Background: an optimization exercise with open tools, aiming at small area, a short achievable clock period and few clock cycles per item. Do not read the settings as production practice. Only simulation tests tie the RTL to the original design; equivalence was not proved.

==> design.v <==
`timescale 1ns / 1ps
package mcd_pkg;
    localparam int PT_W   = 11;
    localparam int CHAR_W = 8;
    localparam int DIST_W = 14;
    localparam int N_W    = 28;               
    localparam int X_W    = 29;               
    localparam logic [CHAR_W-1:0] CHAR_NEWLINE = 8'd10;
    localparam logic [CHAR_W-1:0] CHAR_MARK    = 8'd42;
    localparam logic REG_POINT_COL = 1'b0;
    localparam logic REG_POINT_ROW = 1'b1;
endpackage
`timescale 1ns / 1ps
module mcd_front (
    input  logic                         aclk,
    input  logic                         aresetn,
    input  logic                         s_tready,
    input  logic                         s_tvalid,
    input  logic [mcd_pkg::CHAR_W-1:0]   s_tdata,
    input  logic                         cfg_wen,
    input  logic                         cfg_index,
    input  logic [mcd_pkg::PT_W-1:0]     cfg_data,
    output logic                         v_o,
    output logic                         nl_o,
    output logic                         sat_o,
    output logic                         w_acc_o,
    output logic [mcd_pkg::X_W-1:0]      x_o
);
    logic [mcd_pkg::PT_W-1:0] pcol_reg, prow_reg;
    logic [mcd_pkg::PT_W-1:0] col_reg, row_reg;     
    logic                     accept, is_nl, is_mark;
    logic [mcd_pkg::PT_W:0]   ex, ey, fx, fy;
    logic [mcd_pkg::PT_W-1:0] dx, dy;
    logic                     va_reg, vb_reg, vc_reg, vd_reg;
    logic                     nla_reg, nlb_reg, nlc_reg, nld_reg;
    logic [mcd_pkg::PT_W-1:0] dxa_reg, dya_reg;
    logic [23:0]              sb_reg, cb_reg, eb_reg;
    logic                     satd_reg;
    logic [27:0]              yc0_reg, yc1_reg;
    logic [mcd_pkg::N_W-1:0]  nd_reg;
    logic [23:0]              pp_s, pp_c, pp_e;
    logic [27:0]              n_full, y0, y1;
    assign accept  = s_tvalid && s_tready;
    assign is_nl   = (s_tdata == mcd_pkg::CHAR_NEWLINE);
    assign is_mark = (s_tdata == mcd_pkg::CHAR_MARK);
    assign ex = {1'b0, pcol_reg} - {1'b0, col_reg};
    assign fx = {1'b0, col_reg} - {1'b0, pcol_reg};
    assign ey = {1'b0, prow_reg} - {1'b0, row_reg};
    assign fy = {1'b0, row_reg} - {1'b0, prow_reg};
    assign dx = ex[mcd_pkg::PT_W] ? fx[mcd_pkg::PT_W-1:0] : ex[mcd_pkg::PT_W-1:0];
    assign dy = ey[mcd_pkg::PT_W] ? fy[mcd_pkg::PT_W-1:0] : ey[mcd_pkg::PT_W-1:0];
    mcd_sqsum u_sqsum (
        .a (dxa_reg),
        .b (dya_reg),
        .s (pp_s),
        .c (pp_c),
        .e (pp_e)
    );
    mcd_x25 u_x25 (
        .s  (sb_reg),
        .c  (cb_reg),
        .e  (eb_reg),
        .y0 (y0),
        .y1 (y1)
    );
    assign n_full = yc0_reg + yc1_reg;
    always_ff @(posedge aclk) begin
        if (!aresetn) begin
            pcol_reg <= '0;
            prow_reg <= '0;
            col_reg  <= 11'd1;
            row_reg  <= 11'd1;
            va_reg   <= 1'b0;
            vb_reg   <= 1'b0;
            vc_reg   <= 1'b0;
            vd_reg   <= 1'b0;
        end else begin
            if (cfg_wen) begin
                if (cfg_index == mcd_pkg::REG_POINT_COL) pcol_reg <= cfg_data;
                else                                     prow_reg <= cfg_data;
            end
            if (accept) begin
                if (is_nl) begin
                    col_reg <= 11'd1;
                    if (!row_reg[10]) row_reg <= row_reg + 11'd1;
                end else if (!col_reg[10]) begin
                    col_reg <= col_reg + 11'd1;
                end
            end
            va_reg <= accept && (is_nl || is_mark);
            vb_reg <= va_reg;
            vc_reg <= vb_reg;
            vd_reg <= vc_reg;
        end
    end
    always_ff @(posedge aclk) begin
        nla_reg <= is_nl;
        dxa_reg <= dx;
        dya_reg <= dy;
        nlb_reg <= nla_reg;
        sb_reg  <= pp_s;
        cb_reg  <= pp_c;
        eb_reg  <= pp_e;
        nlc_reg <= nlb_reg;
        yc0_reg <= y0;
        yc1_reg <= y1;
        nld_reg <= nlc_reg;
        nd_reg  <= {n_full[25:0], 2'b00};
        satd_reg <= |n_full[27:26];
    end
    assign w_acc_o = accept && (is_nl || is_mark);
    assign v_o  = vd_reg;
    assign nl_o = nld_reg;
    assign sat_o = satd_reg;
    assign x_o  = {1'b0, nd_reg};
endmodule
module mcd_sqsum (
    input  logic [10:0] a,
    input  logic [10:0] b,
    output logic [23:0] s,
    output logic [23:0] c,
    output logic [23:0] e
);
    logic w1, w2, w3, w4, w5, w6, w7, w8, w9, w10, w11, w12, w13, w14, w15, w16, w17, w18, w19, w20, w21, w22, w23, w24, w25, w26, w27, w28, w29, w30, w31, w32, w33, w34, w35, w36, w37, w38, w39, w40, w41, w42, w43, w44, w45, w46, w47, w48, w49, w50, w51, w52, w53, w54, w55, w56, w57, w58, w59, w60, w61, w62, w63, w64, w65, w66, w67, w68, w69, w70, w71, w72, w73, w74, w75, w76, w77, w78, w79, w80, w81, w82, w83, w84, w85, w86, w87, w88, w89, w90, w91, w92, w93, w94, w95, w96, w97, w98, w99, w100, w101, w102, w103, w104, w105, w106, w107, w108, w109, w110, w111, w112, w113, w114, w115, w116, w117, w118, w119, w120, w121, w122, w123, w124, w125, w126, w127, w128, w129, w130, w131, w132, w133, w134, w135, w136, w137, w138, w139, w140, w141, w142, w143, w144, w145, w146, w147, w148, w149, w150, w151, w152, w153, w154, w155, w156, w157, w158, w159, w160, w161, w162, w163, w164;
    assign w1 = (a[0] & a[7]) ^ (a[1] & a[6]);
    assign w2 = (a[0] & a[7]) & (a[1] & a[6]);
    assign w3 = (a[0] & a[9]) ^ (a[1] & a[8]) ^ (a[2] & a[7]);
    assign w4 = ((a[0] & a[9]) & (a[1] & a[8])) | ((a[0] & a[9]) & (a[2] & a[7])) | ((a[1] & a[8]) & (a[2] & a[7]));
    assign w5 = (a[3] & a[6]) ^ (a[4] & a[5]);
    assign w6 = (a[3] & a[6]) & (a[4] & a[5]);
    assign w7 = (a[0] & a[10]) ^ (a[1] & a[9]) ^ (a[2] & a[8]);
    assign w8 = ((a[0] & a[10]) & (a[1] & a[9])) | ((a[0] & a[10]) & (a[2] & a[8])) | ((a[1] & a[9]) & (a[2] & a[8]));
    assign w9 = (a[3] & a[7]) ^ (a[4] & a[6]);
    assign w10 = (a[3] & a[7]) & (a[4] & a[6]);
    assign w11 = (a[1] & a[10]) ^ (a[2] & a[9]) ^ (a[3] & a[8]);
    assign w12 = ((a[1] & a[10]) & (a[2] & a[9])) | ((a[1] & a[10]) & (a[3] & a[8])) | ((a[2] & a[9]) & (a[3] & a[8]));
    assign w13 = (a[4] & a[7]) ^ (a[5] & a[6]) ^ a[6];
    assign w14 = ((a[4] & a[7]) & (a[5] & a[6])) | ((a[4] & a[7]) & a[6]) | ((a[5] & a[6]) & a[6]);
    assign w15 = (b[1] & b[10]) ^ (b[2] & b[9]);
    assign w16 = (b[1] & b[10]) & (b[2] & b[9]);
    assign w17 = (a[2] & a[10]) ^ (a[3] & a[9]) ^ (a[4] & a[8]);
    assign w18 = ((a[2] & a[10]) & (a[3] & a[9])) | ((a[2] & a[10]) & (a[4] & a[8])) | ((a[3] & a[9]) & (a[4] & a[8]));
    assign w19 = (a[3] & a[10]) ^ (a[4] & a[9]) ^ (a[5] & a[8]);
    assign w20 = ((a[3] & a[10]) & (a[4] & a[9])) | ((a[3] & a[10]) & (a[5] & a[8])) | ((a[4] & a[9]) & (a[5] & a[8]));
    assign w21 = (a[0] & a[5]) ^ (a[1] & a[4]) ^ (a[2] & a[3]);
    assign w22 = ((a[0] & a[5]) & (a[1] & a[4])) | ((a[0] & a[5]) & (a[2] & a[3])) | ((a[1] & a[4]) & (a[2] & a[3]));
    assign w23 = (a[0] & a[6]) ^ (a[1] & a[5]);
    assign w24 = (a[0] & a[6]) & (a[1] & a[5]);
    assign w25 = w1 ^ (a[2] & a[5]) ^ (a[3] & a[4]);
    assign w26 = (w1 & (a[2] & a[5])) | (w1 & (a[3] & a[4])) | ((a[2] & a[5]) & (a[3] & a[4]));
    assign w27 = a[4] ^ (b[0] & b[7]) ^ (b[1] & b[6]);
    assign w28 = (a[4] & (b[0] & b[7])) | (a[4] & (b[1] & b[6])) | ((b[0] & b[7]) & (b[1] & b[6]));
    assign w29 = w2 ^ (a[0] & a[8]) ^ (a[1] & a[7]);
    assign w30 = (w2 & (a[0] & a[8])) | (w2 & (a[1] & a[7])) | ((a[0] & a[8]) & (a[1] & a[7]));
    assign w31 = (a[2] & a[6]) ^ (a[3] & a[5]) ^ (b[0] & b[8]);
    assign w32 = ((a[2] & a[6]) & (a[3] & a[5])) | ((a[2] & a[6]) & (b[0] & b[8])) | ((a[3] & a[5]) & (b[0] & b[8]));
    assign w33 = (b[1] & b[7]) ^ (b[2] & b[6]);
    assign w34 = (b[1] & b[7]) & (b[2] & b[6]);
    assign w35 = w3 ^ w5 ^ a[5];
    assign w36 = (w3 & w5) | (w3 & a[5]) | (w5 & a[5]);
    assign w37 = (b[0] & b[9]) ^ (b[1] & b[8]) ^ (b[2] & b[7]);
    assign w38 = ((b[0] & b[9]) & (b[1] & b[8])) | ((b[0] & b[9]) & (b[2] & b[7])) | ((b[1] & b[8]) & (b[2] & b[7]));
    assign w39 = (b[3] & b[6]) ^ (b[4] & b[5]) ^ b[5];
    assign w40 = ((b[3] & b[6]) & (b[4] & b[5])) | ((b[3] & b[6]) & b[5]) | ((b[4] & b[5]) & b[5]);
    assign w41 = w4 ^ w6 ^ w7;
    assign w42 = (w4 & w6) | (w4 & w7) | (w6 & w7);
    assign w43 = w9 ^ (b[0] & b[10]) ^ (b[1] & b[9]);
    assign w44 = (w9 & (b[0] & b[10])) | (w9 & (b[1] & b[9])) | ((b[0] & b[10]) & (b[1] & b[9]));
    assign w45 = (b[2] & b[8]) ^ (b[3] & b[7]) ^ (b[4] & b[6]);
    assign w46 = ((b[2] & b[8]) & (b[3] & b[7])) | ((b[2] & b[8]) & (b[4] & b[6])) | ((b[3] & b[7]) & (b[4] & b[6]));
    assign w47 = w8 ^ w10 ^ w11;
    assign w48 = (w8 & w10) | (w8 & w11) | (w10 & w11);
    assign w49 = w13 ^ w15 ^ (b[3] & b[8]);
    assign w50 = (w13 & w15) | (w13 & (b[3] & b[8])) | (w15 & (b[3] & b[8]));
    assign w51 = (b[4] & b[7]) ^ (b[5] & b[6]) ^ b[6];
    assign w52 = ((b[4] & b[7]) & (b[5] & b[6])) | ((b[4] & b[7]) & b[6]) | ((b[5] & b[6]) & b[6]);
    assign w53 = w12 ^ w14 ^ w16;
    assign w54 = (w12 & w14) | (w12 & w16) | (w14 & w16);
    assign w55 = w17 ^ (a[5] & a[7]) ^ (b[2] & b[10]);
    assign w56 = (w17 & (a[5] & a[7])) | (w17 & (b[2] & b[10])) | ((a[5] & a[7]) & (b[2] & b[10]));
    assign w57 = (b[3] & b[9]) ^ (b[4] & b[8]) ^ (b[5] & b[7]);
    assign w58 = ((b[3] & b[9]) & (b[4] & b[8])) | ((b[3] & b[9]) & (b[5] & b[7])) | ((b[4] & b[8]) & (b[5] & b[7]));
    assign w59 = w18 ^ w19 ^ (a[6] & a[7]);
    assign w60 = (w18 & w19) | (w18 & (a[6] & a[7])) | (w19 & (a[6] & a[7]));
    assign w61 = a[7] ^ (b[3] & b[10]) ^ (b[4] & b[9]);
    assign w62 = (a[7] & (b[3] & b[10])) | (a[7] & (b[4] & b[9])) | ((b[3] & b[10]) & (b[4] & b[9]));
    assign w63 = (b[5] & b[8]) ^ (b[6] & b[7]) ^ b[7];
    assign w64 = ((b[5] & b[8]) & (b[6] & b[7])) | ((b[5] & b[8]) & b[7]) | ((b[6] & b[7]) & b[7]);
    assign w65 = w20 ^ (a[4] & a[10]) ^ (a[5] & a[9]);
    assign w66 = (w20 & (a[4] & a[10])) | (w20 & (a[5] & a[9])) | ((a[4] & a[10]) & (a[5] & a[9]));
    assign w67 = (a[6] & a[8]) ^ (b[4] & b[10]) ^ (b[5] & b[9]);
    assign w68 = ((a[6] & a[8]) & (b[4] & b[10])) | ((a[6] & a[8]) & (b[5] & b[9])) | ((b[4] & b[10]) & (b[5] & b[9]));
    assign w69 = (a[5] & a[10]) ^ (a[6] & a[9]) ^ (a[7] & a[8]);
    assign w70 = ((a[5] & a[10]) & (a[6] & a[9])) | ((a[5] & a[10]) & (a[7] & a[8])) | ((a[6] & a[9]) & (a[7] & a[8]));
    assign w71 = a[8] ^ (b[5] & b[10]) ^ (b[6] & b[9]);
    assign w72 = (a[8] & (b[5] & b[10])) | (a[8] & (b[6] & b[9])) | ((b[5] & b[10]) & (b[6] & b[9]));
    assign w73 = (a[0] & a[3]) ^ (a[1] & a[2]) ^ a[2];
    assign w74 = ((a[0] & a[3]) & (a[1] & a[2])) | ((a[0] & a[3]) & a[2]) | ((a[1] & a[2]) & a[2]);
    assign w75 = (a[0] & a[4]) ^ (a[1] & a[3]);
    assign w76 = (a[0] & a[4]) & (a[1] & a[3]);
    assign w77 = w21 ^ a[3] ^ (b[0] & b[5]);
    assign w78 = (w21 & a[3]) | (w21 & (b[0] & b[5])) | (a[3] & (b[0] & b[5]));
    assign w79 = (b[1] & b[4]) ^ (b[2] & b[3]);
    assign w80 = (b[1] & b[4]) & (b[2] & b[3]);
    assign w81 = w22 ^ w23 ^ (a[2] & a[4]);
    assign w82 = (w22 & w23) | (w22 & (a[2] & a[4])) | (w23 & (a[2] & a[4]));
    assign w83 = (b[0] & b[6]) ^ (b[1] & b[5]) ^ (b[2] & b[4]);
    assign w84 = ((b[0] & b[6]) & (b[1] & b[5])) | ((b[0] & b[6]) & (b[2] & b[4])) | ((b[1] & b[5]) & (b[2] & b[4]));
    assign w85 = w24 ^ w25 ^ w27;
    assign w86 = (w24 & w25) | (w24 & w27) | (w25 & w27);
    assign w87 = (b[2] & b[5]) ^ (b[3] & b[4]) ^ b[4];
    assign w88 = ((b[2] & b[5]) & (b[3] & b[4])) | ((b[2] & b[5]) & b[4]) | ((b[3] & b[4]) & b[4]);
    assign w89 = w26 ^ w28 ^ w29;
    assign w90 = (w26 & w28) | (w26 & w29) | (w28 & w29);
    assign w91 = w31 ^ w33 ^ (b[3] & b[5]);
    assign w92 = (w31 & w33) | (w31 & (b[3] & b[5])) | (w33 & (b[3] & b[5]));
    assign w93 = w30 ^ w32 ^ w34;
    assign w94 = (w30 & w32) | (w30 & w34) | (w32 & w34);
    assign w95 = w35 ^ w37 ^ w39;
    assign w96 = (w35 & w37) | (w35 & w39) | (w37 & w39);
    assign w97 = w36 ^ w38 ^ w40;
    assign w98 = (w36 & w38) | (w36 & w40) | (w38 & w40);
    assign w99 = w41 ^ w43 ^ w45;
    assign w100 = (w41 & w43) | (w41 & w45) | (w43 & w45);
    assign w101 = w42 ^ w44 ^ w46;
    assign w102 = (w42 & w44) | (w42 & w46) | (w44 & w46);
    assign w103 = w47 ^ w49 ^ w51;
    assign w104 = (w47 & w49) | (w47 & w51) | (w49 & w51);
    assign w105 = w48 ^ w50 ^ w52;
    assign w106 = (w48 & w50) | (w48 & w52) | (w50 & w52);
    assign w107 = w53 ^ w55 ^ w57;
    assign w108 = (w53 & w55) | (w53 & w57) | (w55 & w57);
    assign w109 = w54 ^ w56 ^ w58;
    assign w110 = (w54 & w56) | (w54 & w58) | (w56 & w58);
    assign w111 = w59 ^ w61 ^ w63;
    assign w112 = (w59 & w61) | (w59 & w63) | (w61 & w63);
    assign w113 = w60 ^ w62 ^ w64;
    assign w114 = (w60 & w62) | (w60 & w64) | (w62 & w64);
    assign w115 = w65 ^ w67 ^ (b[6] & b[8]);
    assign w116 = (w65 & w67) | (w65 & (b[6] & b[8])) | (w67 & (b[6] & b[8]));
    assign w117 = w66 ^ w68 ^ w69;
    assign w118 = (w66 & w68) | (w66 & w69) | (w68 & w69);
    assign w119 = w71 ^ (b[7] & b[8]) ^ b[8];
    assign w120 = (w71 & (b[7] & b[8])) | (w71 & b[8]) | ((b[7] & b[8]) & b[8]);
    assign w121 = w70 ^ w72 ^ (a[6] & a[10]);
    assign w122 = (w70 & w72) | (w70 & (a[6] & a[10])) | (w72 & (a[6] & a[10]));
    assign w123 = (a[7] & a[9]) ^ (b[6] & b[10]) ^ (b[7] & b[9]);
    assign w124 = ((a[7] & a[9]) & (b[6] & b[10])) | ((a[7] & a[9]) & (b[7] & b[9])) | ((b[6] & b[10]) & (b[7] & b[9]));
    assign w125 = (a[7] & a[10]) ^ (a[8] & a[9]) ^ a[9];
    assign w126 = ((a[7] & a[10]) & (a[8] & a[9])) | ((a[7] & a[10]) & a[9]) | ((a[8] & a[9]) & a[9]);
    assign w127 = (b[7] & b[10]) ^ (b[8] & b[9]) ^ b[9];
    assign w128 = ((b[7] & b[10]) & (b[8] & b[9])) | ((b[7] & b[10]) & b[9]) | ((b[8] & b[9]) & b[9]);
    assign w129 = (a[0] & a[1]) ^ a[1];
    assign w130 = (a[0] & a[1]) & a[1];
    assign w131 = w73 ^ (b[0] & b[3]);
    assign w132 = w73 & (b[0] & b[3]);
    assign w133 = w74 ^ w75 ^ (b[0] & b[4]);
    assign w134 = (w74 & w75) | (w74 & (b[0] & b[4])) | (w75 & (b[0] & b[4]));
    assign w135 = w76 ^ w77 ^ w79;
    assign w136 = (w76 & w77) | (w76 & w79) | (w77 & w79);
    assign w137 = w78 ^ w80 ^ w81;
    assign w138 = (w78 & w80) | (w78 & w81) | (w80 & w81);
    assign w139 = w82 ^ w84 ^ w85;
    assign w140 = (w82 & w84) | (w82 & w85) | (w84 & w85);
    assign w141 = w86 ^ w88 ^ w89;
    assign w142 = (w86 & w88) | (w86 & w89) | (w88 & w89);
    assign w143 = w90 ^ w92 ^ w93;
    assign w144 = (w90 & w92) | (w90 & w93) | (w92 & w93);
    assign w145 = w94 ^ w96 ^ w97;
    assign w146 = (w94 & w96) | (w94 & w97) | (w96 & w97);
    assign w147 = w98 ^ w100 ^ w101;
    assign w148 = (w98 & w100) | (w98 & w101) | (w100 & w101);
    assign w149 = w102 ^ w104 ^ w105;
    assign w150 = (w102 & w104) | (w102 & w105) | (w104 & w105);
    assign w151 = w106 ^ w108 ^ w109;
    assign w152 = (w106 & w108) | (w106 & w109) | (w108 & w109);
    assign w153 = w110 ^ w112 ^ w113;
    assign w154 = (w110 & w112) | (w110 & w113) | (w112 & w113);
    assign w155 = w114 ^ w116 ^ w117;
    assign w156 = (w114 & w116) | (w114 & w117) | (w116 & w117);
    assign w157 = w118 ^ w120 ^ w121;
    assign w158 = (w118 & w120) | (w118 & w121) | (w120 & w121);
    assign w159 = w122 ^ w124 ^ w125;
    assign w160 = (w122 & w124) | (w122 & w125) | (w124 & w125);
    assign w161 = w126 ^ w128 ^ (a[8] & a[10]);
    assign w162 = (w126 & w128) | (w126 & (a[8] & a[10])) | (w128 & (a[8] & a[10]));
    assign w163 = (a[9] & a[10]) ^ a[10] ^ (b[9] & b[10]);
    assign w164 = ((a[9] & a[10]) & a[10]) | ((a[9] & a[10]) & (b[9] & b[10])) | (a[10] & (b[9] & b[10]));
    assign s = {1'b0, 1'b0, w164, w162, w160, w158, w156, w154, w152, w150, w148, w146, w144, w142, w140, w138, w136, w134, w132, w131, w130, w129, 1'b0, a[0]};
    assign c = {1'b0, 1'b0, 1'b0, w163, w161, w159, w157, w155, w153, w151, w149, w147, w145, w143, w141, w139, w137, w135, w133, (b[1] & b[2]), (a[0] & a[2]), (b[0] & b[1]), 1'b0, b[0]};
    assign e = {1'b0, 1'b0, 1'b0, b[10], (b[8] & b[10]), w127, w123, w119, w115, w111, w107, w103, w99, w95, w91, w87, w83, b[3], (b[1] & b[3]), b[2], (b[0] & b[2]), b[1], 1'b0, 1'b0};
endmodule
module mcd_x25 (
    input  logic [23:0] s,
    input  logic [23:0] c,
    input  logic [23:0] e,
    output logic [27:0] y0,
    output logic [27:0] y1
);
    logic w1, w2, w3, w4, w5, w6, w7, w8, w9, w10, w11, w12, w13, w14, w15, w16, w17, w18, w19, w20, w21, w22, w23, w24, w25, w26, w27, w28, w29, w30, w31, w32, w33, w34, w35, w36, w37, w38, w39, w40, w41, w42, w43, w44, w45, w46, w47, w48, w49, w50, w51, w52, w53, w54, w55, w56, w57, w58, w59, w60, w61, w62, w63, w64, w65, w66, w67, w68, w69, w70, w71, w72, w73, w74, w75, w76, w77, w78, w79, w80, w81, w82, w83, w84, w85, w86, w87, w88, w89, w90, w91, w92, w93, w94, w95, w96, w97, w98, w99, w100, w101, w102, w103, w104, w105, w106, w107, w108, w109, w110, w111, w112, w113, w114, w115, w116, w117, w118, w119, w120, w121, w122, w123, w124, w125, w126, w127, w128, w129, w130, w131, w132, w133, w134, w135, w136, w137, w138, w139, w140, w141, w142, w143, w144, w145, w146, w147, w148, w149, w150, w151, w152, w153, w154, w155, w156, w157, w158, w159, w160, w161, w162, w163, w164, w165, w166, w167, w168, w169, w170, w171, w172, w173, w174, w175, w176, w177, w178, w179, w180, w181, w182, w183, w184, w185, w186, w187, w188, w189, w190, w191, w192, w193, w194, w195, w196, w197, w198, w199, w200, w201, w202, w203, w204, w205, w206, w207, w208, w209, w210, w211, w212, w213, w214, w215, w216, w217, w218, w219, w220, w221, w222, w223, w224, w225, w226, w227, w228, w229, w230, w231, w232;
    assign w1 = s[0] ^ c[0] ^ e[0];
    assign w2 = (s[0] & c[0]) | (s[0] & e[0]) | (c[0] & e[0]);
    assign w3 = s[1] ^ c[1] ^ e[1];
    assign w4 = (s[1] & c[1]) | (s[1] & e[1]) | (c[1] & e[1]);
    assign w5 = s[2] ^ c[2] ^ e[2];
    assign w6 = (s[2] & c[2]) | (s[2] & e[2]) | (c[2] & e[2]);
    assign w7 = s[3] ^ c[3] ^ e[3];
    assign w8 = (s[3] & c[3]) | (s[3] & e[3]) | (c[3] & e[3]);
    assign w9 = s[4] ^ c[4] ^ e[4];
    assign w10 = (s[4] & c[4]) | (s[4] & e[4]) | (c[4] & e[4]);
    assign w11 = s[5] ^ c[5] ^ e[5];
    assign w12 = (s[5] & c[5]) | (s[5] & e[5]) | (c[5] & e[5]);
    assign w13 = s[6] ^ c[6] ^ e[6];
    assign w14 = (s[6] & c[6]) | (s[6] & e[6]) | (c[6] & e[6]);
    assign w15 = s[7] ^ c[7] ^ e[7];
    assign w16 = (s[7] & c[7]) | (s[7] & e[7]) | (c[7] & e[7]);
    assign w17 = s[8] ^ c[8] ^ e[8];
    assign w18 = (s[8] & c[8]) | (s[8] & e[8]) | (c[8] & e[8]);
    assign w19 = s[9] ^ c[9] ^ e[9];
    assign w20 = (s[9] & c[9]) | (s[9] & e[9]) | (c[9] & e[9]);
    assign w21 = s[10] ^ c[10] ^ e[10];
    assign w22 = (s[10] & c[10]) | (s[10] & e[10]) | (c[10] & e[10]);
    assign w23 = s[11] ^ c[11] ^ e[11];
    assign w24 = (s[11] & c[11]) | (s[11] & e[11]) | (c[11] & e[11]);
    assign w25 = s[12] ^ c[12] ^ e[12];
    assign w26 = (s[12] & c[12]) | (s[12] & e[12]) | (c[12] & e[12]);
    assign w27 = s[13] ^ c[13] ^ e[13];
    assign w28 = (s[13] & c[13]) | (s[13] & e[13]) | (c[13] & e[13]);
    assign w29 = s[14] ^ c[14] ^ e[14];
    assign w30 = (s[14] & c[14]) | (s[14] & e[14]) | (c[14] & e[14]);
    assign w31 = s[15] ^ c[15] ^ e[15];
    assign w32 = (s[15] & c[15]) | (s[15] & e[15]) | (c[15] & e[15]);
    assign w33 = s[16] ^ c[16] ^ e[16];
    assign w34 = (s[16] & c[16]) | (s[16] & e[16]) | (c[16] & e[16]);
    assign w35 = s[17] ^ c[17] ^ e[17];
    assign w36 = (s[17] & c[17]) | (s[17] & e[17]) | (c[17] & e[17]);
    assign w37 = s[18] ^ c[18] ^ e[18];
    assign w38 = (s[18] & c[18]) | (s[18] & e[18]) | (c[18] & e[18]);
    assign w39 = s[19] ^ c[19] ^ e[19];
    assign w40 = (s[19] & c[19]) | (s[19] & e[19]) | (c[19] & e[19]);
    assign w41 = s[20] ^ c[20] ^ e[20];
    assign w42 = (s[20] & c[20]) | (s[20] & e[20]) | (c[20] & e[20]);
    assign w43 = s[21] ^ c[21] ^ e[21];
    assign w44 = (s[21] & c[21]) | (s[21] & e[21]) | (c[21] & e[21]);
    assign w45 = s[22] ^ c[22] ^ e[22];
    assign w46 = (s[22] & c[22]) | (s[22] & e[22]) | (c[22] & e[22]);
    assign w47 = s[23] ^ c[23] ^ e[23];
    assign w48 = (s[23] & c[23]) | (s[23] & e[23]) | (c[23] & e[23]);
    assign w49 = w1 ^ w3;
    assign w50 = w1 & w3;
    assign w51 = w3 ^ w5 ^ w11;
    assign w52 = (w3 & w5) | (w3 & w11) | (w5 & w11);
    assign w53 = w2 ^ w4;
    assign w54 = w2 & w4;
    assign w55 = w5 ^ w7 ^ w13;
    assign w56 = (w5 & w7) | (w5 & w13) | (w7 & w13);
    assign w57 = w4 ^ w6 ^ w12;
    assign w58 = (w4 & w6) | (w4 & w12) | (w6 & w12);
    assign w59 = w7 ^ w9 ^ w15;
    assign w60 = (w7 & w9) | (w7 & w15) | (w9 & w15);
    assign w61 = w6 ^ w8 ^ w14;
    assign w62 = (w6 & w8) | (w6 & w14) | (w8 & w14);
    assign w63 = w9 ^ w11 ^ w17;
    assign w64 = (w9 & w11) | (w9 & w17) | (w11 & w17);
    assign w65 = w8 ^ w10 ^ w16;
    assign w66 = (w8 & w10) | (w8 & w16) | (w10 & w16);
    assign w67 = w11 ^ w13 ^ w19;
    assign w68 = (w11 & w13) | (w11 & w19) | (w13 & w19);
    assign w69 = w10 ^ w12 ^ w18;
    assign w70 = (w10 & w12) | (w10 & w18) | (w12 & w18);
    assign w71 = w13 ^ w15 ^ w21;
    assign w72 = (w13 & w15) | (w13 & w21) | (w15 & w21);
    assign w73 = w12 ^ w14 ^ w20;
    assign w74 = (w12 & w14) | (w12 & w20) | (w14 & w20);
    assign w75 = w15 ^ w17 ^ w23;
    assign w76 = (w15 & w17) | (w15 & w23) | (w17 & w23);
    assign w77 = w14 ^ w16 ^ w22;
    assign w78 = (w14 & w16) | (w14 & w22) | (w16 & w22);
    assign w79 = w17 ^ w19 ^ w25;
    assign w80 = (w17 & w19) | (w17 & w25) | (w19 & w25);
    assign w81 = w16 ^ w18 ^ w24;
    assign w82 = (w16 & w18) | (w16 & w24) | (w18 & w24);
    assign w83 = w19 ^ w21 ^ w27;
    assign w84 = (w19 & w21) | (w19 & w27) | (w21 & w27);
    assign w85 = w18 ^ w20 ^ w26;
    assign w86 = (w18 & w20) | (w18 & w26) | (w20 & w26);
    assign w87 = w21 ^ w23 ^ w29;
    assign w88 = (w21 & w23) | (w21 & w29) | (w23 & w29);
    assign w89 = w20 ^ w22 ^ w28;
    assign w90 = (w20 & w22) | (w20 & w28) | (w22 & w28);
    assign w91 = w23 ^ w25 ^ w31;
    assign w92 = (w23 & w25) | (w23 & w31) | (w25 & w31);
    assign w93 = w22 ^ w24 ^ w30;
    assign w94 = (w22 & w24) | (w22 & w30) | (w24 & w30);
    assign w95 = w25 ^ w27 ^ w33;
    assign w96 = (w25 & w27) | (w25 & w33) | (w27 & w33);
    assign w97 = w24 ^ w26 ^ w32;
    assign w98 = (w24 & w26) | (w24 & w32) | (w26 & w32);
    assign w99 = w27 ^ w29 ^ w35;
    assign w100 = (w27 & w29) | (w27 & w35) | (w29 & w35);
    assign w101 = w26 ^ w28 ^ w34;
    assign w102 = (w26 & w28) | (w26 & w34) | (w28 & w34);
    assign w103 = w29 ^ w31 ^ w37;
    assign w104 = (w29 & w31) | (w29 & w37) | (w31 & w37);
    assign w105 = w28 ^ w30 ^ w36;
    assign w106 = (w28 & w30) | (w28 & w36) | (w30 & w36);
    assign w107 = w31 ^ w33 ^ w39;
    assign w108 = (w31 & w33) | (w31 & w39) | (w33 & w39);
    assign w109 = w30 ^ w32 ^ w38;
    assign w110 = (w30 & w32) | (w30 & w38) | (w32 & w38);
    assign w111 = w33 ^ w35 ^ w41;
    assign w112 = (w33 & w35) | (w33 & w41) | (w35 & w41);
    assign w113 = w32 ^ w34 ^ w40;
    assign w114 = (w32 & w34) | (w32 & w40) | (w34 & w40);
    assign w115 = w35 ^ w37 ^ w43;
    assign w116 = (w35 & w37) | (w35 & w43) | (w37 & w43);
    assign w117 = w34 ^ w36 ^ w42;
    assign w118 = (w34 & w36) | (w34 & w42) | (w36 & w42);
    assign w119 = w37 ^ w39 ^ w45;
    assign w120 = (w37 & w39) | (w37 & w45) | (w39 & w45);
    assign w121 = w36 ^ w38 ^ w44;
    assign w122 = (w36 & w38) | (w36 & w44) | (w38 & w44);
    assign w123 = w39 ^ w41 ^ w47;
    assign w124 = (w39 & w41) | (w39 & w47) | (w41 & w47);
    assign w125 = w38 ^ w40 ^ w46;
    assign w126 = (w38 & w40) | (w38 & w46) | (w40 & w46);
    assign w127 = w41 ^ w43 ^ w40;
    assign w128 = (w41 & w43) | (w41 & w40) | (w43 & w40);
    assign w129 = w42 ^ w48;
    assign w130 = w42 & w48;
    assign w131 = w43 ^ w45 ^ w42;
    assign w132 = (w43 & w45) | (w43 & w42) | (w45 & w42);
    assign w133 = w45 ^ w47;
    assign w134 = w45 & w47;
    assign w135 = w49 ^ w9;
    assign w136 = w49 & w9;
    assign w137 = w50 ^ w51 ^ w53;
    assign w138 = (w50 & w51) | (w50 & w53) | (w51 & w53);
    assign w139 = w52 ^ w54 ^ w55;
    assign w140 = (w52 & w54) | (w52 & w55) | (w54 & w55);
    assign w141 = w56 ^ w58 ^ w59;
    assign w142 = (w56 & w58) | (w56 & w59) | (w58 & w59);
    assign w143 = w60 ^ w62 ^ w63;
    assign w144 = (w60 & w62) | (w60 & w63) | (w62 & w63);
    assign w145 = w64 ^ w66 ^ w67;
    assign w146 = (w64 & w66) | (w64 & w67) | (w66 & w67);
    assign w147 = w68 ^ w70 ^ w71;
    assign w148 = (w68 & w70) | (w68 & w71) | (w70 & w71);
    assign w149 = w72 ^ w74 ^ w75;
    assign w150 = (w72 & w74) | (w72 & w75) | (w74 & w75);
    assign w151 = w76 ^ w78 ^ w79;
    assign w152 = (w76 & w78) | (w76 & w79) | (w78 & w79);
    assign w153 = w80 ^ w82 ^ w83;
    assign w154 = (w80 & w82) | (w80 & w83) | (w82 & w83);
    assign w155 = w84 ^ w86 ^ w87;
    assign w156 = (w84 & w86) | (w84 & w87) | (w86 & w87);
    assign w157 = w88 ^ w90 ^ w91;
    assign w158 = (w88 & w90) | (w88 & w91) | (w90 & w91);
    assign w159 = w92 ^ w94 ^ w95;
    assign w160 = (w92 & w94) | (w92 & w95) | (w94 & w95);
    assign w161 = w96 ^ w98 ^ w99;
    assign w162 = (w96 & w98) | (w96 & w99) | (w98 & w99);
    assign w163 = w100 ^ w102 ^ w103;
    assign w164 = (w100 & w102) | (w100 & w103) | (w102 & w103);
    assign w165 = w104 ^ w106 ^ w107;
    assign w166 = (w104 & w106) | (w104 & w107) | (w106 & w107);
    assign w167 = w108 ^ w110 ^ w111;
    assign w168 = (w108 & w110) | (w108 & w111) | (w110 & w111);
    assign w169 = w112 ^ w114 ^ w115;
    assign w170 = (w112 & w114) | (w112 & w115) | (w114 & w115);
    assign w171 = w116 ^ w118 ^ w119;
    assign w172 = (w116 & w118) | (w116 & w119) | (w118 & w119);
    assign w173 = w120 ^ w122 ^ w123;
    assign w174 = (w120 & w122) | (w120 & w123) | (w122 & w123);
    assign w175 = w124 ^ w126 ^ w127;
    assign w176 = (w124 & w126) | (w124 & w127) | (w126 & w127);
    assign w177 = w128 ^ w130 ^ w131;
    assign w178 = (w128 & w130) | (w128 & w131) | (w130 & w131);
    assign w179 = w132 ^ w133 ^ w44;
    assign w180 = (w132 & w133) | (w132 & w44) | (w133 & w44);
    assign w181 = w134 ^ w47 ^ w46;
    assign w182 = (w134 & w47) | (w134 & w46) | (w47 & w46);
    assign w183 = w1 ^ w7;
    assign w184 = w1 & w7;
    assign w185 = w135 ^ w2 ^ w8;
    assign w186 = (w135 & w2) | (w135 & w8) | (w2 & w8);
    assign w187 = w136 ^ w137 ^ w10;
    assign w188 = (w136 & w137) | (w136 & w10) | (w137 & w10);
    assign w189 = w138 ^ w139 ^ w57;
    assign w190 = (w138 & w139) | (w138 & w57) | (w139 & w57);
    assign w191 = w140 ^ w141 ^ w61;
    assign w192 = (w140 & w141) | (w140 & w61) | (w141 & w61);
    assign w193 = w142 ^ w143 ^ w65;
    assign w194 = (w142 & w143) | (w142 & w65) | (w143 & w65);
    assign w195 = w144 ^ w145 ^ w69;
    assign w196 = (w144 & w145) | (w144 & w69) | (w145 & w69);
    assign w197 = w146 ^ w147 ^ w73;
    assign w198 = (w146 & w147) | (w146 & w73) | (w147 & w73);
    assign w199 = w148 ^ w149 ^ w77;
    assign w200 = (w148 & w149) | (w148 & w77) | (w149 & w77);
    assign w201 = w150 ^ w151 ^ w81;
    assign w202 = (w150 & w151) | (w150 & w81) | (w151 & w81);
    assign w203 = w152 ^ w153 ^ w85;
    assign w204 = (w152 & w153) | (w152 & w85) | (w153 & w85);
    assign w205 = w154 ^ w155 ^ w89;
    assign w206 = (w154 & w155) | (w154 & w89) | (w155 & w89);
    assign w207 = w156 ^ w157 ^ w93;
    assign w208 = (w156 & w157) | (w156 & w93) | (w157 & w93);
    assign w209 = w158 ^ w159 ^ w97;
    assign w210 = (w158 & w159) | (w158 & w97) | (w159 & w97);
    assign w211 = w160 ^ w161 ^ w101;
    assign w212 = (w160 & w161) | (w160 & w101) | (w161 & w101);
    assign w213 = w162 ^ w163 ^ w105;
    assign w214 = (w162 & w163) | (w162 & w105) | (w163 & w105);
    assign w215 = w164 ^ w165 ^ w109;
    assign w216 = (w164 & w165) | (w164 & w109) | (w165 & w109);
    assign w217 = w166 ^ w167 ^ w113;
    assign w218 = (w166 & w167) | (w166 & w113) | (w167 & w113);
    assign w219 = w168 ^ w169 ^ w117;
    assign w220 = (w168 & w169) | (w168 & w117) | (w169 & w117);
    assign w221 = w170 ^ w171 ^ w121;
    assign w222 = (w170 & w171) | (w170 & w121) | (w171 & w121);
    assign w223 = w172 ^ w173 ^ w125;
    assign w224 = (w172 & w173) | (w172 & w125) | (w173 & w125);
    assign w225 = w174 ^ w175 ^ w129;
    assign w226 = (w174 & w175) | (w174 & w129) | (w175 & w129);
    assign w227 = w176 ^ w177 ^ w44;
    assign w228 = (w176 & w177) | (w176 & w44) | (w177 & w44);
    assign w229 = w178 ^ w179 ^ w46;
    assign w230 = (w178 & w179) | (w178 & w46) | (w179 & w46);
    assign w231 = w180 ^ w181 ^ w48;
    assign w232 = (w180 & w181) | (w180 & w48) | (w181 & w48);
    assign y0 = {w230, w228, w226, w224, w222, w220, w218, w216, w214, w212, w210, w208, w206, w204, w202, w200, w198, w196, w194, w192, w190, w188, w186, w184, w183, w5, w3, w1};
    assign y1 = {w231, w229, w227, w225, w223, w221, w219, w217, w215, w213, w211, w209, w207, w205, w203, w201, w199, w197, w195, w193, w191, w189, w187, w185, w6, w4, w2, 1'b0};
endmodule
`timescale 1ns / 1ps
module mcd_sqrt_step #(
    parameter int K = 0
) (
    input  logic [mcd_pkg::X_W-1:0] x,
    input  logic [15:0]             un,
    output logic [mcd_pkg::X_W-1:0] y,
    output logic [15:0]             un_o
);
    localparam int RW = K + 5;      
    localparam int DW = K + 6;      
    logic [13:0]   qn;              
    logic [RW-1:0] rp;
    logic [DW-1:0] d1, d2, d3;
    logic [1:0]    dig;
    logic [K+2:0]  rn;
    logic [15:0]   unm, unp;
    assign qn = 14'(x >> (mcd_pkg::X_W - K)) | ~((14'd1 << K) - 14'd1);
    assign rp = x[mcd_pkg::X_W-1-K -: RW];
    assign d1 = DW'(rp) + DW'({2'b11, qn, 3'b111});     
    assign d2 = DW'(rp) + DW'({1'b1, qn, 4'b1100});     
    assign d3 = DW'(rp) + DW'({un, 3'b111});            
    assign unm = un - 16'd1;                            
    assign unp = un + 16'd1;                            
    always_comb begin
        if (!d3[DW-1]) begin
            dig  = 2'd3;
            rn   = d3[K+2:0];
            un_o = {unm[13:0], 2'b01};
        end else if (!d2[DW-1]) begin
            dig  = 2'd2;
            rn   = d2[K+2:0];
            un_o = {un[13:0], 2'b00};
        end else if (!d1[DW-1]) begin
            dig  = 2'd1;
            rn   = d1[K+2:0];
            un_o = {un[13:0], 2'b11};
        end else begin
            dig  = 2'd0;
            rn   = rp[K+2:0];
            un_o = {unp[13:0], 2'b10};
        end
    end
    assign y = (mcd_pkg::X_W'({qn, ~dig} & ((16'd1 << (K + 2)) - 16'd1)) << (mcd_pkg::X_W - 2 - K))
             | (mcd_pkg::X_W'(rn) << (24 - 2 * K))
             | (x & ((mcd_pkg::X_W'(1) << (24 - 2 * K)) - mcd_pkg::X_W'(1)));
endmodule
module mcd_sqrt_cell #(
    parameter int K = 0,
    parameter int N = 1
) (
    input  logic                     aclk,
    input  logic                     aresetn,
    input  logic                     v_i,
    input  logic                     nl_i,
    input  logic                     sat_i,
    input  logic [mcd_pkg::X_W-1:0]  x_i,
    input  logic [15:0]              un_i,
    output logic                     v_o,
    output logic                     nl_o,
    output logic                     sat_o,
    output logic [mcd_pkg::X_W-1:0]  x_o,
    output logic [15:0]              un_o
);
    logic                     v_reg, nl_reg, sat_reg;
    logic [mcd_pkg::X_W-1:0]  x_reg, x_next;
    localparam int KO = K + 2 * N;      
    logic [KO+1:0]                 un_reg;
    logic [N:0][mcd_pkg::X_W-1:0]  xs;
    logic [N:0][15:0]              uns;
    assign xs[0]  = x_i;
    assign uns[0] = un_i;
    for (genvar j = 0; j < N; j++) begin : g_step
        mcd_sqrt_step #(.K(K + 2 * j)) u_step (
            .x    (xs[j]),
            .un   (uns[j]),
            .y    (xs[j+1]),
            .un_o (uns[j+1])
        );
    end
    assign x_next = xs[N];
    always_ff @(posedge aclk) begin
        if (!aresetn) v_reg <= 1'b0;
        else          v_reg <= v_i;
    end
    always_ff @(posedge aclk) begin
        nl_reg <= nl_i;
        sat_reg <= sat_i;
        x_reg  <= x_next;
        un_reg <= uns[N][KO+1:0];
    end
    assign v_o  = v_reg;
    assign nl_o = nl_reg;
    assign sat_o = sat_reg;
    assign x_o  = x_reg;
    assign un_o = 16'(un_reg) | ~((16'd1 << (KO + 2)) - 16'd1);
endmodule
`timescale 1ns / 1ps
module mcd_out #(
    parameter int QN = 7,                  
    parameter int QB = (QN > 1) ? $clog2(QN) : 1
) (
    input  logic                        aclk,
    input  logic                        aresetn,
    input  logic                        w_acc,       
    input  logic                        v_i,
    input  logic                        nl_i,
    input  logic                        sat_i,       
    input  logic [mcd_pkg::X_W-1:0]     x_i,
    input  logic                        m_tready,
    output logic                        s_tready,
    output logic                        m_tvalid,
    output logic [15:0]                 m_tdata,
    output logic [0:0]                  m_tuser
);
    localparam int CW = $clog2(QN + 2);
    logic [13:0]   q, q1;
    logic [14:0]   r;
    logic          up;
    logic [14:0]   word_next, word;    
    logic          wv_reg;
    logic          h_valid, rdy_reg, take, h_free;
    logic [14:0]   h_word;
    logic [14:0]   mem [QN];
    logic [QB-1:0] wp, rp;
    logic [QB:0]   qcnt;
    logic [CW-1:0] cnt, cnt_next;
    logic          q_empty, push, pop;
    assign q  = ~x_i[28:15];             
    assign r  = x_i[14:0];
    assign q1 = q + 14'd1;
    assign up = (r > {1'b0, q});
    always_comb begin
        if (nl_i)                       word_next = {1'b1, 14'd0};
        else if (sat_i || (up && (&q))) word_next = {1'b0, 14'h3FFF};
        else if (up)                    word_next = {1'b0, q1};
        else                            word_next = {1'b0, q};
    end
    always_ff @(posedge aclk) begin
        if (!aresetn) wv_reg <= 1'b0;
        else          wv_reg <= v_i;
    end
    always_ff @(posedge aclk) begin
        word <= word_next;
    end
    assign take    = h_valid && m_tready;
    assign h_free  = !h_valid || take;
    assign q_empty = (qcnt == '0);
    assign pop     = h_free && !q_empty;
    assign push    = wv_reg && !(h_free && q_empty);
    always_comb begin
        cnt_next = cnt;
        if (w_acc && !take)      cnt_next = cnt + CW'(1);
        else if (!w_acc && take) cnt_next = cnt - CW'(1);
    end
    always_ff @(posedge aclk) begin
        if (!aresetn) begin
            h_valid <= 1'b0;
            rdy_reg <= 1'b1;
            cnt     <= '0;
            wp      <= '0;
            rp      <= '0;
            qcnt    <= '0;
        end else begin
            if (h_free) h_valid <= wv_reg || !q_empty;
            rdy_reg <= (cnt_next <= CW'(QN));
            cnt     <= cnt_next;
            if (push) wp <= (wp == QB'(QN - 1)) ? '0 : wp + QB'(1);
            if (pop)  rp <= (rp == QB'(QN - 1)) ? '0 : rp + QB'(1);
            if (push && !pop)      qcnt <= qcnt + (QB+1)'(1);
            else if (pop && !push) qcnt <= qcnt - (QB+1)'(1);
        end
    end
    always_ff @(posedge aclk) begin
        if (h_free) h_word <= q_empty ? word : mem[rp];
        if (push)   mem[wp] <= word;
    end
    assign s_tready = rdy_reg;
    assign m_tvalid = h_valid;
    assign m_tdata  = {2'b00, h_word[13:0]};
    assign m_tuser  = h_word[14];
endmodule
`timescale 1ns / 1ps
module marked_cell_distance #(
    parameter int MAX_COLS = 1024,
    parameter int MAX_ROWS = 1024
) (
    input  logic                        aclk,
    input  logic                        aresetn,
    input  logic                        s_tvalid,
    output logic                        s_tready,
    input  logic [7:0]                  s_tdata,    
    output logic                        m_tvalid,
    input  logic                        m_tready,
    output logic [15:0]                 m_tdata,    
    output logic [0:0]                  m_tuser,    
    input  logic                        cfg_wen,
    input  logic                        cfg_index,
    input  logic [mcd_pkg::PT_W-1:0]    cfg_data
);
    localparam int NS = 6;     
    logic                                w_acc;
    logic [NS:0]                         v_c, nl_c, sat_c;
    logic [NS:0][mcd_pkg::X_W-1:0]       x_c;
    logic [NS:0][15:0]                   un_c;
    assign un_c[0] = ~16'd1;    
    mcd_front u_front (
        .aclk      (aclk),
        .aresetn   (aresetn),
        .s_tready  (s_tready),
        .s_tvalid  (s_tvalid),
        .s_tdata   (s_tdata),
        .cfg_wen   (cfg_wen),
        .cfg_index (cfg_index),
        .cfg_data  (cfg_data),
        .v_o       (v_c[0]),
        .nl_o      (nl_c[0]),
        .sat_o     (sat_c[0]),
        .w_acc_o   (w_acc),
        .x_o       (x_c[0])
    );
    for (genvar i = 0; i < NS; i++) begin : g_cell
        mcd_sqrt_cell #(
            .K ((i == 0) ? 0 : 2 * i + 2),
            .N ((i == 0) ? 2 : 1)
        ) u_cell (
            .aclk    (aclk),
            .aresetn (aresetn),
            .v_i     (v_c[i]),
            .nl_i    (nl_c[i]),
            .sat_i   (sat_c[i]),
            .x_i     (x_c[i]),
            .un_i    (un_c[i]),
            .v_o     (v_c[i+1]),
            .nl_o    (nl_c[i+1]),
            .sat_o   (sat_c[i+1]),
            .x_o     (x_c[i+1]),
            .un_o    (un_c[i+1])
        );
    end
    mcd_out u_out (
        .aclk     (aclk),
        .aresetn  (aresetn),
        .v_i      (v_c[NS]),
        .nl_i     (nl_c[NS]),
        .sat_i    (sat_c[NS]),
        .x_i      (x_c[NS]),
        .m_tready (m_tready),
        .w_acc    (w_acc),
        .s_tready (s_tready),
        .m_tvalid (m_tvalid),
        .m_tdata  (m_tdata),
        .m_tuser  (m_tuser)
    );
endmodule
==> run.sh <==
#!/bin/bash
# synth_recipe.tcl (not shown) runs the flow's synth.tcl, then flattens the netlist and writes it again
# the make line also repeats each setting of config.mk as NAME=value (left out here)
make -C /OpenROAD-flow-scripts/flow DESIGN_CONFIG=/design/flow/config.mk WORK_HOME=/design/flow/orfs CLKGATE_MAP_FILE= SYNTH_SCRIPT=/design/flow/synth_recipe.tcl finish
==> config.mk <==
export PLATFORM = sky130hd
export DESIGN_NAME = marked_cell_distance
export DESIGN_NICKNAME = marked_cell_distance
export VERILOG_FILES = /design/flow/design.v
export SDC_FILE = /design/flow/constraint.sdc
export NUM_CORES = 4
export LEC_CHECK = 0
export ABC_CLOCK_PERIOD_IN_PS = 2500
export CAP_MARGIN = 20
export CORE_MARGIN = 2
export CORE_UTILIZATION = 40
export CTS_CLUSTER_DIAMETER = 60
export CTS_CLUSTER_SIZE = 30
export SETUP_SLACK_MARGIN = 3.9
export SLEW_MARGIN = 20
==> constraint.sdc <==
create_clock -name core_clock -period 6.5 [get_ports {aclk}]
set_input_delay 1.3000 -clock core_clock [delete_from_list [all_inputs] [get_ports {aclk}]]
set_output_delay 1.3000 -clock core_clock [all_outputs]
set_load 0.01 [all_outputs]
==> qor.csv, run 1 <==
metric,value,unit
fillers,7596,
io_pins,44,
grt_setup_unrepaired,yes,
yosysSeqAreaShare,39.6,%
ys_warn_count,15,
slew_viol_final,0,
vias_per_cell,5.11,
grtUsageTotal,16.9,%
cts_tree,built,
clockBufferDepth,3,
insertion_delay,0.63,ns
outcome,timing/DRC/antenna clean,
portBuffers,41,
syn_area_per_cell,10.0,µm²
clock-sinks,599,
fmax,0.377,GHz
slew-limit-headroom,30.2,%
layout_common_cells,"dfxtp_1 (385), inv_1 (316), ha_1 (242)",
start_util,40.5,%
drc,0,
fin_area,39200,µm²
htree_num_levels,2,
path_class,reg -> reg,
placed_area,34900,µm²
coreArea,82200,µm²
dieArea,85600,µm²
synth.cell_area,33300,µm²
finalHoldViolCount,0,
hp-class,reg -> reg,
timing.final.crit_period,2.66,ns
start_kind,flop,
cts_hold_buf,0,
worstPathArrival,3.22,ns
fin_nets,3912,
critPathCaptureType,flop,
area_delta_synth_final,17.7,%
hpwl,54100,µm
drt-initial-drc-count,1079,
synthCells,3314,
largest_reg_flops,163,
drv_cap,0,
timing.setup.tns,0,ns
synth_edf_count,120,
die-width,293,µm
antenna_left,0,
gp_congestion,0.863,
cts-root-buf,clkbuf_16,
period_share,40.9,%
setup_viol_count_final,0,
rows,105,
drive_gt1_share,17.6,%
finalClockSkew,0.0498,ns
dr_total_vias,23300,
wirelength,73800,µm
synth_flop_cell,dfxtp_1,
chipHeight,293,µm
ys_async_sr_fraction,0,%
cp_data_required_time,7.06,ns
numCtsBuffers,51,
worstPathMaxFanout,5,
tightest_slew,1.04,ns
grt_overflow_total,0,
clk_pin_slew_worst_paths,0.09,ns
hold_slack,0.286,ns
grt_pass1_vias,23000,
yosys_register_bits,599,
antenna_found_initial,0,
drt_first_pass_iters,5,
final_common_cell,dfxtp_1,
post_drt_wl_per_cell,16.2,µm
num_antenna_cells,0,
grt_max_degree,68,
grt_pass1_wl,119000,µm
ys_types,95,
==> Yosys cell counts, drive strengths merged (5+ instances only) <==
library cell | instances | area share (%)
xnor2 | 130 | 3.4
o311ai | 6 | 0.16
edfxtp | 120 | 11
nand3 | 48 | 0.74
o31a | 9 | 0.24
o21bai | 22 | 0.50
a22oi | 9 | 0.20
a21boi | 39 | 0.88
nand4 | 19 | 0.36
a221oi | 8 | 0.28
ha | 277 | 10
nor2 | 158 | 1.8
o31ai | 10 | 0.23
o21a | 29 | 0.68
mux2i | 59 | 1.8
mux4 | 15 | 1.0
and3 | 12 | 0.23
nand3b | 7 | 0.16
o221ai | 6 | 0.16
a2111oi | 7 | 0.26
o21ai | 166 | 2.5
a21oi | 188 | 2.8
nor4 | 27 | 0.57
fa | 161 | 9.7
buf | 23 | 0.40
nor2b | 35 | 0.66
a31o | 6 | 0.16
a41oi | 15 | 0.39
nand2b | 35 | 0.66
o211ai | 16 | 0.36
or4 | 13 | 0.30
a21o | 63 | 1.4
a211oi | 38 | 0.87
inv | 333 | 3.8
o22ai | 5 | 0.094
dfxtp | 479 | 29
or2 | 14 | 0.26
nor3 | 72 | 1.1
a211o | 17 | 0.45
a31oi | 23 | 0.45
nand2 | 239 | 2.7
xor2 | 80 | 2.1
or3 | 13 | 0.24
clkbuf | 79 | 0.89
and2 | 122 | 2.3
==> cells by family after synthesis <==
logic type | share of synthesized area [%]
xor gates and xnor gates | 5.52
adders and majority gates | 20.1
buffers and inverters | 5.04
other | 0.0113
DFF | 39.6
muxes | 2.92
and+or+nand+nor | 12.5
AOI/OAI and AO/OA | 14.3
==> stage by stage <==
step | cells | worst slack, ns | utilization (%)
floorplan | 3315 | 3.72 | -
global placement | 4336 | 2.97 | 42.4
detailed placement | 4336 | 3.00 | 42.4
CTS | 4472 | 3.78 | 45.8
global route | 4562 | 3.78 | 47.7
finish | 4562 | 3.84 | 47.7
==> final cells by class <==
type	instances	area [µm²]	share of cell area [%]
Clock inverter	39	572	1.46
Inverter	333	1260	3.21
Multi-Input combinational cell	2282	19700	50.4
Clock buffer	57	1350	3.44
Sequential cell	599	13400	34.2
Timing Repair Buffer	182	1550	3.96
Tap cell	1070	1340	3.42
==> critical path, cell delays in order, from the launching register on <==
cell and delay, ns:
dfxtp_4 0.37, ha_4 0.24, a21o_1 0.15, a211o_1 0.28, or3_4 0.38, nor3_4 0.19, nor2_2 0.06, buf_6 0.14
or4_4 0.46, o21ai_2 0.16, xor2_1 0.14
==> final timing paths <==
kind,cells past startpoint,slack [ns],to,start
worst max-delay path,10,3.84,g_cell[4].u_cell.un_reg[8]$_DFF_P_,g_cell[3].u_cell.x_reg[27]$_DFF_P_
worst min-delay path,0,0.29,g_cell[1].u_cell.x_reg[10]$_DFF_P_,g_cell[0].u_cell.x_reg[10]$_DFF_P_
worst max register to register,10,3.84,g_cell[4].u_cell.un_reg[8]$_DFF_P_,g_cell[3].u_cell.x_reg[27]$_DFF_P_
worst min register to register,0,0.29,g_cell[1].u_cell.x_reg[10]$_DFF_P_,g_cell[0].u_cell.x_reg[10]$_DFF_P_
==> metal layers <==
| metal | vias to the layer above | share of wire [%] | track usage, % |
|---|---|---|---|
| li1 | 11700 | - | - |
| met4 | 0 | 2.0 | 4.39 |
| met2 | 331 | 50 | 30.2 |
| met3 | 97 | 3.0 | 1.84 |
| met5 | - | 0 | 0 |
| met1 | 11200 | 45 | 21.7 |
==> repair_timing <==
action / 4_1_cts / 5_1_grt
buffers inserted: 39 / 86
pin swaps: 32 / 121
gates cloned: 1 / 3
resized for setup: 200 / 234
setup endpoints to repair: 234 / 172
Testbench counts, summed over its fixed seeds: cycles 32,176, items 32,000.
==> run 2: changes to the inputs <==
--- a/config.mk
+++ b/config.mk
@@ -9,7 +9,7 @@
 export CAP_MARGIN = 20
 export CORE_MARGIN = 2
 export CORE_UTILIZATION = 40
-export CTS_CLUSTER_DIAMETER = 60
+export CTS_CLUSTER_DIAMETER = 70
 export CTS_CLUSTER_SIZE = 30
-export SETUP_SLACK_MARGIN = 3.9
+export SETUP_SLACK_MARGIN = 3.85
 export SLEW_MARGIN = 20
==> qor.csv, run 2 <==
metric,value,unit,change
outcome,timing/DRC/antenna clean,,
placedCellCount,4336,,unchanged
path_delay_family,compound AO/OA/AOI/OAI gates,,
final_common_cell,dfxtp_1,,
synthCells,3314,,unchanged
coreArea,82200,µm²,unchanged
drv_cap,0,,unchanged
cts-root-buf,clkbuf_16,,
finalHoldViolCount,0,,unchanged
gp_congestion,0.858,,-0.52%
start_util,40.5,%,unchanged
synth.cell_area,33300,µm²,unchanged
die-width,293,µm,unchanged
clk_pin_slew_worst_paths,0.10,ns,about the same
grtUsageTotal,16.7,%,-0.22 points
synth_flop_cell,dfxtp_1,,
critPathMaxStageDelay,0.59,ns,+0.13 ns
grt_overflow_total,0,,unchanged
crit_cells,8,,-2
drt-initial-drc-count,1118,,+3.6%
grt_pass1_vias,22400,,-2.7%
worstPathArrival,3.17,ns,-0.05 ns
cts_hold_buf,0,,unchanged
crit_chain,ha_1 -> a21o_1 -> a211o_1 -> a31o_2 -> o221a_4 -> or4_4 -> o32ai_4 -> xor2_1,,
area_delta_synth_final,14.3,%,
yosys.cell_count.top_type,dfxtp_1,,
post_drt_wl_per_cell,16.1,µm,-0.45%
portBuffers,41,,unchanged
yosysSeqAreaShare,39.6,%,unchanged
insertion_delay,0.60,ns,-0.03 ns
syn_area_per_cell,10.0,µm²,unchanged
timing.setup.tns,0,ns,unchanged
synth_edf_count,120,,unchanged
cts_tree,built,,
fillers,7649,,+0.70%
numCtsBuffers,37,,-27%
rows,105,,unchanged
netlist.area_leader.share,28.8,%,unchanged
grt_pass1_wl,117000,µm,-1.4%
worst-path-buf-inv,0,,-1
ys_async_sr_fraction,0,%,unchanged
chipHeight,293,µm,unchanged
grt_max_degree,68,,unchanged
htree_num_levels,2,,unchanged
grt_setup_unrepaired,yes,,
yosys_register_bits,599,,unchanged
fin_nets,3862,,-1.3%
grt_util_met3,1.72,%,-0.11 points
synth.area.top_cells,"dfxtp_1 (29%), edfxtp_1 (11%), ha_1 (10%), fa_1 (9.7%), inv_1 (3.8%)",,
post-route-util,46.3,%,-1.4 points
clockBufferDepth,3,,unchanged
drt_first_pass_iters,7,,+2
grt-busiest-layer,met2,,
setup_viol_count_final,0,,unchanged
ys_types,95,,unchanged
drc,0,,unchanged
critPathCaptureType,flop,,
timing.final.crit_period,2.65,ns,-0.00132 ns
hp-class,reg -> reg,,
fmax,0.377,GHz,about the same
slew-limit-headroom,31.4,%,+1.2 points
drive_gt1_share,14.0,%,-3.7 points
use_met2,29.3,%,-0.92 points
io_pins,44,,unchanged
period_share,40.8,%,about the same
start_kind,flop,,
cp_data_required_time,7.02,ns,-0.04 ns
hold_depth,0,,unchanged
finalClockSkew,0.0477,ns,-0.00206 ns
antenna_found_initial,0,,unchanged
largest_reg_flops,163,,unchanged
layout_common_cells,"dfxtp_1 (408), inv_1 (323), ha_1 (252)",,
clock-sinks,599,,unchanged
dr_total_vias,23100,,-1.1%
gr-usage-met1,22.1,%,+0.35 points
tightest_slew,1.03,ns,-0.0173 ns
antenna_left,0,,unchanged
vias_per_cell,5.13,,+0.34%
slew_viol_final,0,,unchanged
path_class,reg -> reg,,
worstPathMaxFanout,13,,+8
wirelength,72400,µm,-1.9%
final_cells,4497,,-1.4%
slowest_stage,or4_4,,
synth.top_cells.by_count,"dfxtp_1 (479), inv_1 (333), ha_1 (277), nand2_1 (239), a21oi_1 (187)",,
ff2ff_path_depth,8,,-2
ys_warn_count,15,,unchanged
dieArea,85600,µm²,unchanged
hpwl,53700,µm,-0.69%
yosysTopAreaCell,dfxtp_1,,
-- run 2: cell counts after synthesis --
Identical to the previous run, type by type.
-- run 2: cell type report --
type | count | area, µm² | area share, %
antenna | 1 | 2.50 | 0.00658
clock buffer | 40 | 958 | 2.52
clock inverter | 26 | 407 | 1.07
inverter | 333 | 1260 | 3.30
multi-input combinational | 2282 | 19500 | 51.3
sequential | 599 | 13300 | 35.1
tap | 1070 | 1340 | 3.52
timing repair buffer | 146 | 1230 | 3.24
-- run 2: through the flow --
stage,area (µm²),worst slack (ns),hold slack [ns]
final,38100,3.85,0.317
after global routing,38100,3.71,0.314
after CTS,36900,3.80,0.314
after detailed placement,34800,2.99,0.312
after global placement,34800,3.01,0.310
after floorplan,33400,3.72,0.310
-- run 2: logic make-up after synthesis --
logic type	share of synthesized area [%]
AOI/OAI and AO/OA	14.3
xor gates and xnor gates	5.52
adders and majority gates	20.1
buffers and inverters	5.04
DFF	39.6
muxes	2.92
other	0.0113
and+or+nand+nor	12.5
-- run 2: worst register-to-register path, stage by stage, from the launching register on --
cell and delay, ns:
dfxtp_2 0.37, ha_1 0.24, a21o_1 0.19, a211o_1 0.39, a31o_2 0.30, o221a_4 0.20, or4_4 0.59, o32ai_4 0.12
xor2_1 0.17
-- run 2: what timing repair did --
action                     in CTS  in global routing
pin swaps                      27                 71
setup endpoints to repair     244                145
cloned                          1                  1
buffers inserted               27                 65
gates resized for setup       161                175
-- run 2: final timing paths --
| kind | startpoint | endpoint | slack [ns] |
|---|---|---|---|
| max reg2reg | g_cell[3].u_cell.un_reg[8]$_DFF_P_ | g_cell[4].u_cell.un_reg[12]$_DFF_P_ | 3.85 |
| max | g_cell[3].u_cell.un_reg[8]$_DFF_P_ | g_cell[4].u_cell.un_reg[12]$_DFF_P_ | 3.85 |
| min | g_cell[1].u_cell.x_reg[4]$_DFF_P_ | g_cell[2].u_cell.x_reg[4]$_DFF_P_ | 0.32 |
| min reg2reg | g_cell[1].u_cell.x_reg[4]$_DFF_P_ | g_cell[2].u_cell.x_reg[4]$_DFF_P_ | 0.32 |
-- run 2: routing by layer --
layer  vias to the layer above  share of wire (%)
met5                         -                  0
met4                         0                2.0
met3                        83                3.0
met2                       303                 49
met1                     11000                 46
li1                      11600                  -
==> run 3: changes to the inputs <==
--- a/config.mk
+++ b/config.mk
@@ -9,7 +9,8 @@
 export CAP_MARGIN = 20
 export CORE_MARGIN = 2
 export CORE_UTILIZATION = 40
-export CTS_CLUSTER_DIAMETER = 70
+export CTS_CLUSTER_DIAMETER = 60
 export CTS_CLUSTER_SIZE = 30
-export SETUP_SLACK_MARGIN = 3.85
+export GPL_ROUTABILITY_DRIVEN = 0
+export SETUP_SLACK_MARGIN = 3.8
 export SLEW_MARGIN = 20
==> qor.csv, run 3 <==
metric,value,unit,change
path_class,reg -> reg,,
grt_max_degree,68,,unchanged
crit_chain,ha_4 -> a21o_1 -> a211o_1 -> or3_4 -> nor3_4 -> nor2_2 -> buf_6 -> or4_4 -> o21ai_2 -> xor2_1,,
hpwl,53800,µm,+0.11%
wl_met2,34900,µm,-2.0%
outcome,timing/DRC/antenna clean,,
dieArea,85600,µm²,unchanged
antenna_left,0,,unchanged
dr_total_vias,23100,,-0.013%
hold_slack,0.308,ns,-0.00911 ns
grt_pass1_wl,116000,µm,-1.4%
io_pins,44,,unchanged
drt_first_pass_iters,5,,-2
synth.area.top_cells,"dfxtp_1 (29%), edfxtp_1 (11%), ha_1 (10%), fa_1 (9.7%), inv_1 (3.8%)",,
syn_area_per_cell,10.0,µm²,unchanged
final_common_cell,dfxtp_1,,
hp-class,reg -> reg,,
synth_flop_cell,dfxtp_1,,
slew-limit-headroom,33.6,%,+2.2 points
drt-initial-drc-count,1186,,+6.1%
post-route-util,46.4,%,+0.087 points
die-width,293,µm,unchanged
wirelength,72300,µm,about the same
path_delay_family,simple AND/OR/NAND/NOR gates,,
period_share,40.8,%,about the same
slew_viol_final,0,,unchanged
clockBufferDepth,3,,unchanged
chipHeight,293,µm,unchanged
ys_async_sr_fraction,0,%,unchanged
placedCellCount,4337,,+0.023%
ys_warn_count,15,,unchanged
timing.setup.tns,0,ns,unchanged
setup_viol_count_final,0,,unchanged
clock-sinks,599,,unchanged
portBuffers,41,,unchanged
drive_gt1_share,12.2,%,-1.8 points
largest_reg_flops,163,,unchanged
synth.top_cells.by_count,"dfxtp_1 (479), inv_1 (333), ha_1 (277), nand2_1 (239), a21oi_1 (187)",,
wl_met1,33300,µm,about the same
met3_length,2330,µm,+8.9%
placed_area,34800,µm²,unchanged
top_layer,met4,,
grt_overflow_total,0,,unchanged
finalHoldViolCount,0,,unchanged
rows,105,,unchanged
fmax,0.377,GHz,about the same
place_ws,2.97,ns,-0.0263 ns
start_util,40.5,%,unchanged
start_kind,flop,,
drv_cap,0,,unchanged
coreArea,82200,µm²,unchanged
final_cells,4502,,+0.11%
grtUsageTotal,16.5,%,-0.20 points
tightest_slew,0.995,ns,-0.0330 ns
yosys_register_bits,599,,unchanged
worstPathMaxFanout,6,,-7
finalClockSkew,0.0418,ns,-0.00594 ns
antenna_found_initial,0,,unchanged
cts_tree,built,,
slowest_stage,or4_4,,
fin_area,38100,µm²,+0.19%
netlist.area_leader.share,28.8,%,unchanged
layout_common_cells,"dfxtp_1 (420), inv_1 (324), ha_1 (256)",,
worstPathArrival,3.21,ns,+0.04 ns
ys_types,95,,unchanged
fin_nets,3859,,-0.078%
worst-path-buf-inv,1,,+1
numCtsBuffers,45,,+22%
critPathMaxStageDelay,0.46,ns,-0.13 ns
grt_setup_unrepaired,yes,,
cp_data_required_time,7.05,ns,+0.03 ns
vias_per_cell,5.12,,-0.12%
setup_ws,3.85,ns,-0.000450 ns
synth_edf_count,120,,unchanged
synth.cell_area,33300,µm²,unchanged
yosysSeqAreaShare,39.6,%,unchanged
drc,0,,unchanged
grt_pass1_vias,22300,,-0.27%
num_antenna_cells,0,,-1
synthCells,3314,,unchanged
clk_pin_slew_worst_paths,0.10,ns,about the same
post_drt_wl_per_cell,16.1,µm,-0.20%
area_delta_synth_final,14.5,%,
cts-root-buf,clkbuf_16,,
timing.final.crit_period,2.65,ns,+0.000450 ns
insertion_delay,0.61,ns,about the same
htree_num_levels,2,,unchanged
critPathCaptureType,flop,,
yosysTopAreaCell,dfxtp_1,,
yosys.cell_count.top_type,dfxtp_1,,
[run 3: cell counts after synthesis]
Identical to the previous run, type by type.
[run 3: cells by family (layout without fill, tap and decap cells)]
kind of cell    Yosys count  count (layout)  share of synthesized area (%)
compound gates          723             724                           14.3
xor+xnor                210             210                           5.52
fa+ha+maj               438             438                           20.1
buf+inv                 435             551                           5.04
flops                   599             599                           39.6
mux                      78              78                           2.92
other cells               1               2                         0.0113
simple gates            830             830                           12.5
[run 3: repair_timing]
action                                  4_1_cts  5_1_grt
hold buffers                                  0        0
gates resized for setup                     116      140
setup buffers                                20       58
hold endpoints to repair                      0        0
endpoints found under the setup margin      217      119
pin swaps                                    11       58
gates cloned                                  0        3
[run 3: area by class of cell]
cell class	count	area, µm²
Clock buffer	47	1160
Clock inverter	36	569
Fill cell	7694	44100
Inverter	333	1260
Multi-Input combinational cell	2282	19300
Sequential cell	599	13300
Tap cell	1070	1340
Timing Repair Buffer	135	1220
[run 3: worst paths after layout]
path / startpoint / to / slack (ns) / depth (start not counted)
setup / recovery: g_cell[3].u_cell.x_reg[16]$_DFF_P_ / g_cell[4].u_cell.un_reg[8]$_DFF_P_ / 3.85 / 10
hold / removal: u_front.nd_reg[2]$_DFF_P_ / g_cell[0].u_cell.x_reg[2]$_DFF_P_ / 0.31 / 0
hold reg to reg: u_front.nd_reg[2]$_DFF_P_ / g_cell[0].u_cell.x_reg[2]$_DFF_P_ / 0.31 / 0
setup reg to reg: g_cell[3].u_cell.x_reg[16]$_DFF_P_ / g_cell[4].u_cell.un_reg[8]$_DFF_P_ / 3.85 / 10
[run 3: metal layers]
| metal | vias up | GRT usage, % |
|---|---|---|
| met2 | 336 | 28.4 |
| met5 | - | 0 |
| met3 | 110 | 1.74 |
| met4 | 0 | 4.78 |
| li1 | 11600 | - |
| met1 | 11000 | 21.9 |

[afterwards: timing with drivers on the ports]
In the flow no input, the clock included, has a driving cell. The finished layouts below were timed again as built, in two steps.
Step 1, drivers: a clkbuf_16 drives aclk and a buf_2 each remaining input, both assumed.
Step 2 times the ports against the registers' clock, not the clock port: input delays grow and output delays shrink by t, the midpoint of the rising clock arrivals with the driver on.
Three values: ideal ports, drivers, drivers and shift; two values: the first two.
run | t, ns | setup slack, ns | hold WS [ns]
run 1 | 0.670 | 3.844 / 3.844 / 3.387 | 0.286 / 0.286 / 0.286
run 2 | 0.647 | 3.846 / 3.846 / 3.356 | 0.317 / 0.317 / 0.317
run 3 | 0.659 | 3.845 / 3.834 / 3.283 | 0.308 / 0.308 / 0.308
After both steps every run listed still meets setup and hold. The setup slack of run 3, which loses most, moves by -0.011 ns with the drivers and by -0.562 ns with both steps.
